This is an optimization exercise on Yosys and OpenROAD, whose aim is small area, not a production implementation. The RTL was checked by simulation tests, not by an equivalence proof against the original design. No activity file was given, so power comes from the tool's default toggle rates.

### design/flow/design.v
package mips_pkg;
    localparam int REG_ADDR_W = 5;
    localparam int NUM_REGS   = 32;
    localparam int LINK_REG   = 31;            
    localparam int OPCODE_W  = 6;
    localparam int FUNCT_W   = 6;
    localparam int SHAMT_W   = 5;
    localparam int IMM_W     = 16;
    localparam int TARGET_W  = 26;
    localparam int OP_LSB    = 26;
    localparam int RS_LSB    = 21;
    localparam int RT_LSB    = 16;
    localparam int RD_LSB    = 11;
    localparam int SHAMT_LSB = 6;
    localparam int FUNCT_LSB = 0;
    localparam int IMM_LSB   = 0;
    typedef enum logic [OPCODE_W-1:0] {
        OP_RTYPE = 6'h00,
        OP_J     = 6'h02,
        OP_JAL   = 6'h03,
        OP_BEQ   = 6'h04,
        OP_BNE   = 6'h05,
        OP_ADDI  = 6'h08,
        OP_ADDIU = 6'h09,
        OP_SLTI  = 6'h0a,
        OP_ANDI  = 6'h0c,
        OP_ORI   = 6'h0d,
        OP_XORI  = 6'h0e,
        OP_LUI   = 6'h0f,
        OP_LW    = 6'h23,
        OP_SW    = 6'h2b
    } opcode_t;
    typedef enum logic [FUNCT_W-1:0] {
        F_SLL  = 6'h00,
        F_SRL  = 6'h02,
        F_SRA  = 6'h03,
        F_ADD  = 6'h20,
        F_ADDU = 6'h21,
        F_SUB  = 6'h22,
        F_SUBU = 6'h23,
        F_AND  = 6'h24,
        F_OR   = 6'h25,
        F_XOR  = 6'h26,
        F_NOR  = 6'h27,
        F_SLT  = 6'h2a,
        F_SLTU = 6'h2b
    } funct_t;
    typedef enum logic [3:0] {
        ALU_ADD, ALU_SUB, ALU_AND, ALU_OR, ALU_XOR, ALU_NOR,
        ALU_SLT, ALU_SLTU, ALU_SLL, ALU_SRL, ALU_SRA, ALU_LUI
    } alu_op_t;
endpackage
`timescale 1ns/1ns
module reg_file (
    input  logic        clk,
    input  logic        rst,
    input  logic [4:0]  rs_addr,
    input  logic [4:0]  rt_addr,
    input  logic [4:0]  wb_addr,
    input  logic        wb_en,
    input  logic [31:0] wb_data,
    output logic [31:0] rs_data,
    output logic [31:0] rt_data
);
    logic [31:0] wdata;
    logic [31:0] q [32];
    assign wdata = wb_data & {32{~rst}};
    assign q[0]  = wb_data;               
    for (genvar i = 1; i < 32; i++) begin : g_reg
        logic [31:0] r;
        always_ff @(posedge clk) begin
            if (rst || (wb_en && (wb_addr == 5'(i)))) r <= wdata;
        end
        assign q[i] = r;
    end
    function automatic logic [31:0] read_port(input logic [4:0] addr);
        logic        byp;
        logic [31:0] v;
        byp = wb_en && (wb_addr == addr) && (addr != 5'd0);
        v   = {32{byp}} & q[0];
        for (int i = 1; i < 32; i++) begin
            v = v | ({32{!byp && (addr == 5'(i))}} & q[i]);
        end
        read_port = v;
    endfunction
    assign rs_data = read_port(rs_addr);
    assign rt_data = read_port(rt_addr);
endmodule
`timescale 1ns/1ns
module cpu_id_ex_top (
    input  logic                            clk,
    input  logic                            rst,
    input  logic                            cpu_en,
    input  logic [31:0]                     id_instruction,
    input  logic [31:0]                     id_pc,
    input  logic                            wb_en,
    input  logic [mips_pkg::REG_ADDR_W-1:0] wb_addr,
    input  logic [31:0]                     wb_data,
    output logic                            stall,
    output logic                            branch_taken,
    output logic [31:0]                     branch_target,
    output logic [31:0]                     ex_alu_result,
    output logic [31:0]                     ex_store_data,
    output logic [mips_pkg::REG_ADDR_W-1:0] ex_write_addr,
    output logic                            ex_reg_write,
    output logic                            ex_mem_write,
    output logic                            ex_mem_to_reg,
    output logic                            ex_undefined
);
    logic [5:0]  op, fn;
    logic [4:0]  rs, rt, rd, shamt;
    logic [15:0] imm;
    assign op    = id_instruction[31:26];
    assign rs    = id_instruction[25:21];
    assign rt    = id_instruction[20:16];
    assign rd    = id_instruction[15:11];
    assign shamt = id_instruction[10:6];
    assign fn    = id_instruction[5:0];
    assign imm   = id_instruction[15:0];
    logic [31:0] a, b;
    reg_file i_reg_file (
        .clk, .rst, .rs_addr (rs), .rt_addr (rt), .wb_addr, .wb_en, .wb_data,
        .rs_data (a), .rt_data (b)
    );
    logic rtype, f_shift, f_addsub, f_logic, f_slt, r_ok;
    logic o_arith, o_lui, o_lw, o_sw, o_br, o_j, o_jal;
    logic d_reg_write, d_undefined, uses_rs, uses_rt;
    logic [4:0] d_write_addr;
    assign rtype    = (op == 6'h00);
    assign f_shift  = (fn == 6'h00) || (fn == 6'h02) || (fn == 6'h03);
    assign f_addsub = (fn[5:2] == 4'b1000);           
    assign f_logic  = (fn[5:2] == 4'b1001);           
    assign f_slt    = (fn[5:1] == 5'b10101);          
    assign r_ok     = f_shift || f_addsub || f_logic || f_slt;
    assign o_arith  = (op[5:3] == 3'b001) && (op != 6'h0b);
    assign o_lui    = (op == 6'h0f);
    assign o_lw     = (op == 6'h23);
    assign o_sw     = (op == 6'h2b);
    assign o_br     = (op[5:1] == 5'b00010);          
    assign o_j      = (op[5:1] == 5'b00001);          
    assign o_jal    = (op == 6'h03);
    assign d_reg_write = (rtype && r_ok) || o_arith || o_lw || o_jal;
    assign d_undefined = rtype ? !r_ok : !(o_arith || o_lw || o_sw || o_br || o_j);
    assign uses_rs     = (rtype && (f_addsub || f_logic || f_slt)) ||
                         (o_arith && !o_lui) || o_lw || o_sw || o_br;
    assign uses_rt     = (rtype && r_ok) || o_sw || o_br;
    assign d_write_addr = (op[3] || op[5]) ? rt : (op[0] ? 5'd31 : rd);
    logic        use_imm, imm_sign, sub, uns;
    logic [31:0] bop, x, logic_res, sh_res;
    logic [32:0] sum;
    logic [1:0]  lsel;
    assign use_imm  = op[3] || op[5];
    assign imm_sign = !op[2] && imm[15];
    assign bop      = use_imm ? {{16{imm_sign}}, imm} : b;
    assign sub      = rtype ? fn[1] : (!op[5] && op[3] && !op[2] && op[1]);
    assign uns      = rtype && fn[0];
    assign sum = {!uns && a[31], a} + ({!uns && bop[31], bop} ^ {33{sub}}) + 33'(sub);
    assign x    = a ^ bop;
    assign lsel = rtype ? fn[1:0] : op[1:0];
    always_comb begin
        case (lsel)
            2'b00:   logic_res = a & bop;
            2'b01:   logic_res = a | bop;
            2'b10:   logic_res = x;
            default: logic_res = ~(a | bop);
        endcase
    end
    logic        sh_left, fill;
    logic [31:0] s0, s1, s2, s3, s4, s5;
    assign sh_left = !fn[1];
    assign fill    = fn[0] && b[31];
    always_comb begin
        for (int i = 0; i < 32; i++) s0[i] = sh_left ? b[31-i] : b[i];
        s1 = shamt[0] ? {{1{fill}},  s0[31:1]}  : s0;
        s2 = shamt[1] ? {{2{fill}},  s1[31:2]}  : s1;
        s3 = shamt[2] ? {{4{fill}},  s2[31:4]}  : s2;
        s4 = shamt[3] ? {{8{fill}},  s3[31:8]}  : s3;
        s5 = shamt[4] ? {{16{fill}}, s4[31:16]} : s4;
        for (int i = 0; i < 32; i++) sh_res[i] = sh_left ? s5[31-i] : s5[i];
    end
    logic [31:0] pc4;
    assign pc4 = {id_pc[31:2] + 30'd1, id_pc[1:0]};
    logic [31:0] res;
    always_comb begin
        if (rtype) begin
            if (!fn[5])     res = sh_res;
            else if (fn[3]) res = {31'd0, sum[32]};
            else if (fn[2]) res = logic_res;
            else            res = sum[31:0];
        end else if (op[5]) begin
            res = sum[31:0];
        end else if (!op[3]) begin
            res = pc4;
        end else if (op[2]) begin
            res = (op[1:0] == 2'b11) ? {imm, 16'd0} : logic_res;
        end else begin
            res = op[1] ? {31'd0, sum[32]} : sum[31:0];
        end
    end
    logic eq, take;
    assign eq   = (x == 32'd0);                      
    assign take = o_j || (o_br && (eq ^ op[0]));
    assign stall = ex_mem_to_reg && (ex_write_addr != 5'd0) &&
                   ((uses_rs && (ex_write_addr == rs)) || (uses_rt && (ex_write_addr == rt)));
    assign branch_taken = take && !stall;
    logic [31:0] branch_addr;
    assign branch_addr   = pc4 + {{14{imm[15]}}, imm, 2'b00};
    assign branch_target = op[1] ? {pc4[31:28], id_instruction[25:0], 2'b00} : branch_addr;
    always_ff @(posedge clk) begin
        if (cpu_en) begin
            ex_alu_result <= res;
            ex_store_data <= b;
            ex_write_addr <= d_write_addr;
            if (rst || stall) begin
                ex_reg_write  <= 1'b0;
                ex_mem_write  <= 1'b0;
                ex_mem_to_reg <= 1'b0;
                ex_undefined  <= 1'b0;
            end else begin
                ex_reg_write  <= d_reg_write;
                ex_mem_write  <= o_sw;
                ex_mem_to_reg <= o_lw;
                ex_undefined  <= d_undefined;
            end
        end
    end
endmodule
### design/flow/run.sh
#!/bin/bash
# synth_recipe.tcl (not shown) runs the flow's synth.tcl, then flattens the netlist and writes it again
# the make line also repeats each setting of config.mk as NAME=value (left out here)
make -C /OpenROAD-flow-scripts/flow DESIGN_CONFIG=/design/flow/config.mk WORK_HOME=/design/flow/orfs CLKGATE_MAP_FILE= SYNTH_SCRIPT=/design/flow/synth_recipe.tcl finish
### design/flow/config.mk
export PLATFORM = sky130hd
export DESIGN_NAME = cpu_id_ex_top
export DESIGN_NICKNAME = cpu_id_ex_top
export VERILOG_FILES = /design/flow/design.v
export SDC_FILE = /design/flow/constraint.sdc
export NUM_CORES = 4
export LEC_CHECK = 0
export CAP_MARGIN = 20
export CORE_MARGIN = 2
export CORE_UTILIZATION = 40
export SLEW_MARGIN = 20
### design/flow/constraint.sdc
create_clock -name core_clock -period 9.5 [get_ports {clk}]
set_input_delay 1.9000 -clock core_clock [delete_from_list [all_inputs] [get_ports {clk}]]
set_output_delay 1.9000 -clock core_clock [all_outputs]
set_load 0.01 [all_outputs]
==> impl_metrics.env <==
export IMPL_p_leak_nw=27.2
export IMPL_drive_gt1_frac=0.223
export IMPL_grt_pass1_vias=55400
export IMPL_synth_seq_area_share=0.542
export IMPL_ioPinCount=212
export IMPL_cts_buffers=116
export IMPL_fin_skew_ns=0.0587
export IMPL_hold_buffers=0
export IMPL_clock_latency_ns=0.81
export IMPL_fmax_mhz=108
export IMPL_wl_per_cell_um=49.9
export IMPL_ir_drop_v=0.000167
export IMPL_hold_viol=0
export IMPL_postSynthAreaPerCell_sq_um=11.6
export IMPL_status="timing/DRC/antenna clean"
export IMPL_drc_errors=0
export IMPL_grt_max_degree=74
export IMPL_die_height_um=388
export IMPL_startpoint_type="primary input"
export IMPL_synthCells=5095
export IMPL_maxCapViolCount=0
export IMPL_synthArstFlopShare=0
export IMPL_antenna_found_initial=33
export IMPL_tightest_slew_ns=1.31
export IMPL_min_path_type="flop to flop"
export IMPL_required_ns=7.60
export IMPL_area_growth_pct=27.3
export IMPL_drtAntennaViolNets=0
export IMPL_drv_slew=0
export IMPL_start_util=0.404
export IMPL_rows=140
export IMPL_synth_edf_count=1065
export IMPL_largest_register_ff_count=992
export IMPL_root_buffer="clkbuf_16"
export IMPL_core_area_sq_mm=0.146
export IMPL_place_worst_setup_slack_ns=-0.505
export IMPL_cts_tree="built"
export IMPL_arrival_ns=7.39
export IMPL_die_area_sq_mm=0.151
export IMPL_tns_ns=0
export IMPL_fin_util=0.514
export IMPL_power_total_mw=14.5
export IMPL_avgViaCountPerCell=7.58
export IMPL_relSlewSlack=0.124
export IMPL_reg_top3="i_reg_file.g.r (992), ex_alu_result (32), ex_store_data (32)"
export IMPL_place_gp_congestion=1.08
export IMPL_synthTopCellsByArea="edfxtp_1 54%, a22oi_1 5.3%, ha_1 2.6%, a21oi_1 2.5%, mux2i_1 2.2%"
export IMPL_power_density_mw_per_mm2=192
export IMPL_syn_nets=5327
export IMPL_ff2ff_setup_slack_ns=2.86
export IMPL_synth_top_area_share=0.542
export IMPL_htree_levels=3
export IMPL_ys_warn_count=3
export IMPL_firstDrtPassIters=9
export IMPL_synth_ff_type="edfxtp_1"
export IMPL_clkSinkCount=1065
export IMPL_synthDistinctLibCells=99
export IMPL_wirelength_um=395000
export IMPL_worst_path_max_fanout=12
export IMPL_critPathKind="primary input to output port"
export IMPL_num_vias=60000
export IMPL_drt_iter0_drc=11600
export IMPL_rsz0062_at_grt="false"
export IMPL_min_period_over_period=0.978
export IMPL_dp_hpwl_um=279000
export IMPL_grt_first_pass_wirelength_um=512000
export IMPL_clk_pin_slew_ns=0.06
export IMPL_grt_usage=0.508
export IMPL_min_period_ns=9.29
export IMPL_grt_overflow_total=0
export IMPL_fin_hold_ws_ns=0.895
export IMPL_fin_nets=6100
export IMPL_yosys_area_top_type="edfxtp_1"
export IMPL_regMostFlops="i_reg_file.g.r"
export IMPL_setup_viol=0
export IMPL_io_buffers=211
export IMPL_die_width_um=388
export IMPL_syn_cell_area_sq_mm=0.0590
export IMPL_yosys_register_bits=1065
export IMPL_worstSetupEndpointType="output port"
export IMPL_clockBufferDepth=3
export IMPL_n_fill_cell=12900
export IMPL_fin_ws_ns=0.207
-- final cells by class --
class / count / area, sq um / share of cell area
tap: 1917 / 2400 / 0.0319
clock buffer: 129 / 2970 / 0.0396
timing repair buffer: 1076 / 10400 / 0.139
multi-input combinational: 3480 / 25800 / 0.343
sequential: 1065 / 32000 / 0.426
clock inverter: 89 / 1010 / 0.0135
antenna: 31 / 77.6 / 0.00103
inverter: 129 / 484 / 0.00644
-- what timing repair did --
action,in CTS,in global routing
buffers inserted,6,0
endpoints found under the hold margin,0,0
gates resized for setup,11,9
pin swaps,2,2
setup endpoints to repair,1,2
-- per-layer routing --
layer | global-route usage | share of wire | vias to the layer above
met5 | 0 | 0.00066 | -
met4 | 0.446 | 0.11 | 22
met3 | 0.219 | 0.15 | 1989
met2 | 0.715 | 0.41 | 6394
met1 | 0.588 | 0.34 | 29400
li1 | - | - | 22200
-- per-stage QoR --
step,std cells,instance area [sq um]
after floorplan,5095,59000
after global placement,7661,70900
after detailed placement,7661,70900
after CTS,7885,75000
after global routing,7885,75100
final,7916,75100
-- report_power, final --
| group | switching (mW) | internal [mW] | leakage (nW) | total (mW) |
|---|---|---|---|---|
| Sequential | 0.329 | 5.69 | 10.3 | 6.01 |
| Clock | 2.17 | 2.71 | 1.90 | 4.88 |
| Combinational | 2.28 | 1.28 | 15.0 | 3.57 |
-- critical path, stage by stage --
cell and delay [ns]:
clkdlybuf4s50_1 0.52, xnor2_2 0.14, and4_4 0.26, buf_12 0.16
buf_4 0.17, buf_12 0.17, a21boi_2 0.11, buf_12 0.15
buf_4 0.25, a22oi_1 0.26, nand4_1 0.30, or4_4 0.70
buf_4 0.18, nand2_1 0.05, o21ai_0 0.11, ha_1 0.36
nor4_2 0.27, nand4_1 0.12, buf_4 0.17, nor2_2 0.19
buf_4 0.15, xor2_1 0.21, a21oi_1 0.12, nor3_1 0.13
dlymetal6s2s_1 0.19
-- final timing paths --
path / start / end / depth (start not counted)
min: i_reg_file.g_reg[1].r[6]$_DFFE_PP_ / ex_store_data[6]$_DFFE_PP_ / 4
max: wb_addr[2] / branch_taken / 25
min reg2reg: i_reg_file.g_reg[1].r[6]$_DFFE_PP_ / ex_store_data[6]$_DFFE_PP_ / 4
max reg2reg: i_reg_file.g_reg[16].r[8]$_DFFE_PP_ / ex_alu_result[0]$_DFFE_PP_ / 25
-- cells in the final DEF (no fill, tap or decap), types with 22 or more instances in the layout --
master | synthesis | layout
a31oi_1 | 32 | 29
a21o_1 | 29 | 29
o211ai_1 | 64 | 64
a22o_1 | 137 | 137
clkbuf_16 | 0 | 117
xnor2_1 | 90 | 87
diode_2 | 0 | 31
ha_1 | 125 | 125
buf_4 | 10 | 718
buf_12 | 0 | 148
a21oi_1 | 290 | 281
o21ai_0 | 161 | 150
a221oi_1 | 123 | 122
edfxtp_1 | 1065 | 1065
nor3_1 | 44 | 37
o2111ai_1 | 27 | 27
clkdlybuf4s50_1 | 0 | 197
nor2b_1 | 60 | 51
xor2_1 | 71 | 71
and4_1 | 23 | 22
a211oi_1 | 69 | 59
nand2_1 | 282 | 274
a222oi_1 | 64 | 64
and2_1 | 25 | 25
inv_1 | 123 | 122
nand2b_1 | 25 | 24
and3_1 | 86 | 85
nor2_1 | 239 | 211
nand4_1 | 116 | 116
a22oi_1 | 415 | 415
a32oi_1 | 28 | 28
mux2_2 | 66 | 66
nand3_1 | 213 | 213
nor2_4 | 0 | 25
mux2i_1 | 131 | 131
nor4_1 | 29 | 26
clkinv_1 | 5 | 24
mux4_2 | 25 | 25
-- cell families (layout without fill, tap and decap cells) --
| family | count (synthesis) | after routing | synth area share |
|---|---|---|---|
| xor gates and xnor gates | 163 | 163 | 0.0244 |
| buffers and inverters | 550 | 1423 | 0.0381 |
| other | 0 | 31 | 0 |
| muxes | 222 | 222 | 0.0443 |
| DFF | 1065 | 1065 | 0.542 |
| AOI/OAI and AO/OA | 1742 | 1742 | 0.219 |
| and+or+nand+nor | 1226 | 1226 | 0.106 |
| adders and majority gates | 127 | 127 | 0.0272 |
-- Yosys cell counts (19+ instances only) --
library cell,instances
a2111oi_0,23
a211oi_1,69
a21o_1,29
a21oi_1,290
a221o_1,19
a221oi_1,123
a222oi_1,64
a22o_1,137
a22oi_1,415
a31oi_1,32
a32oi_1,28
and2_1,25
and3_1,86
and4_1,23
buf_1,54
buf_2,46
clkbuf_1,297
edfxtp_1,1065
ha_1,125
inv_1,123
mux2_2,66
mux2i_1,131
mux4_2,25
nand2_1,282
nand2b_1,25
nand3_1,213
nand4_1,116
nor2_1,239
nor2b_1,60
nor3_1,44
nor4_1,29
o2111ai_1,27
o211a_1,22
o211ai_1,64
o21ai_0,161
o221ai_1,20
xnor2_1,90
xor2_1,71

[separate check: timing with driven ports]
In the flow no input, the clock included, has a driving cell. The finished layout below was timed again as built, in two steps.
Step 1 assumes that a clkbuf_16 drives the clock port and a buf_2 every other input.
Step 2 also shifts input and output timing later by t, the mid clock arrival at the registers, as if the neighbouring blocks saw the same clock.
Three values: ideal ports, drivers, drivers and shift; two values: the first two.
t (ns): 0.857
slack for setup (ns): 0.207 / 0.179 / -0.003
hold slack, ns: 0.895 / 0.895 / 0.895
worst setup path at the end: input to register
worst register clock-pin slew, ns: 0.07 / 0.07
Met with ideal ports but missed after step 2: setup timing in this run. For this run, drivers alone change the setup slack by -0.028 ns; drivers and shift together by -0.210 ns.
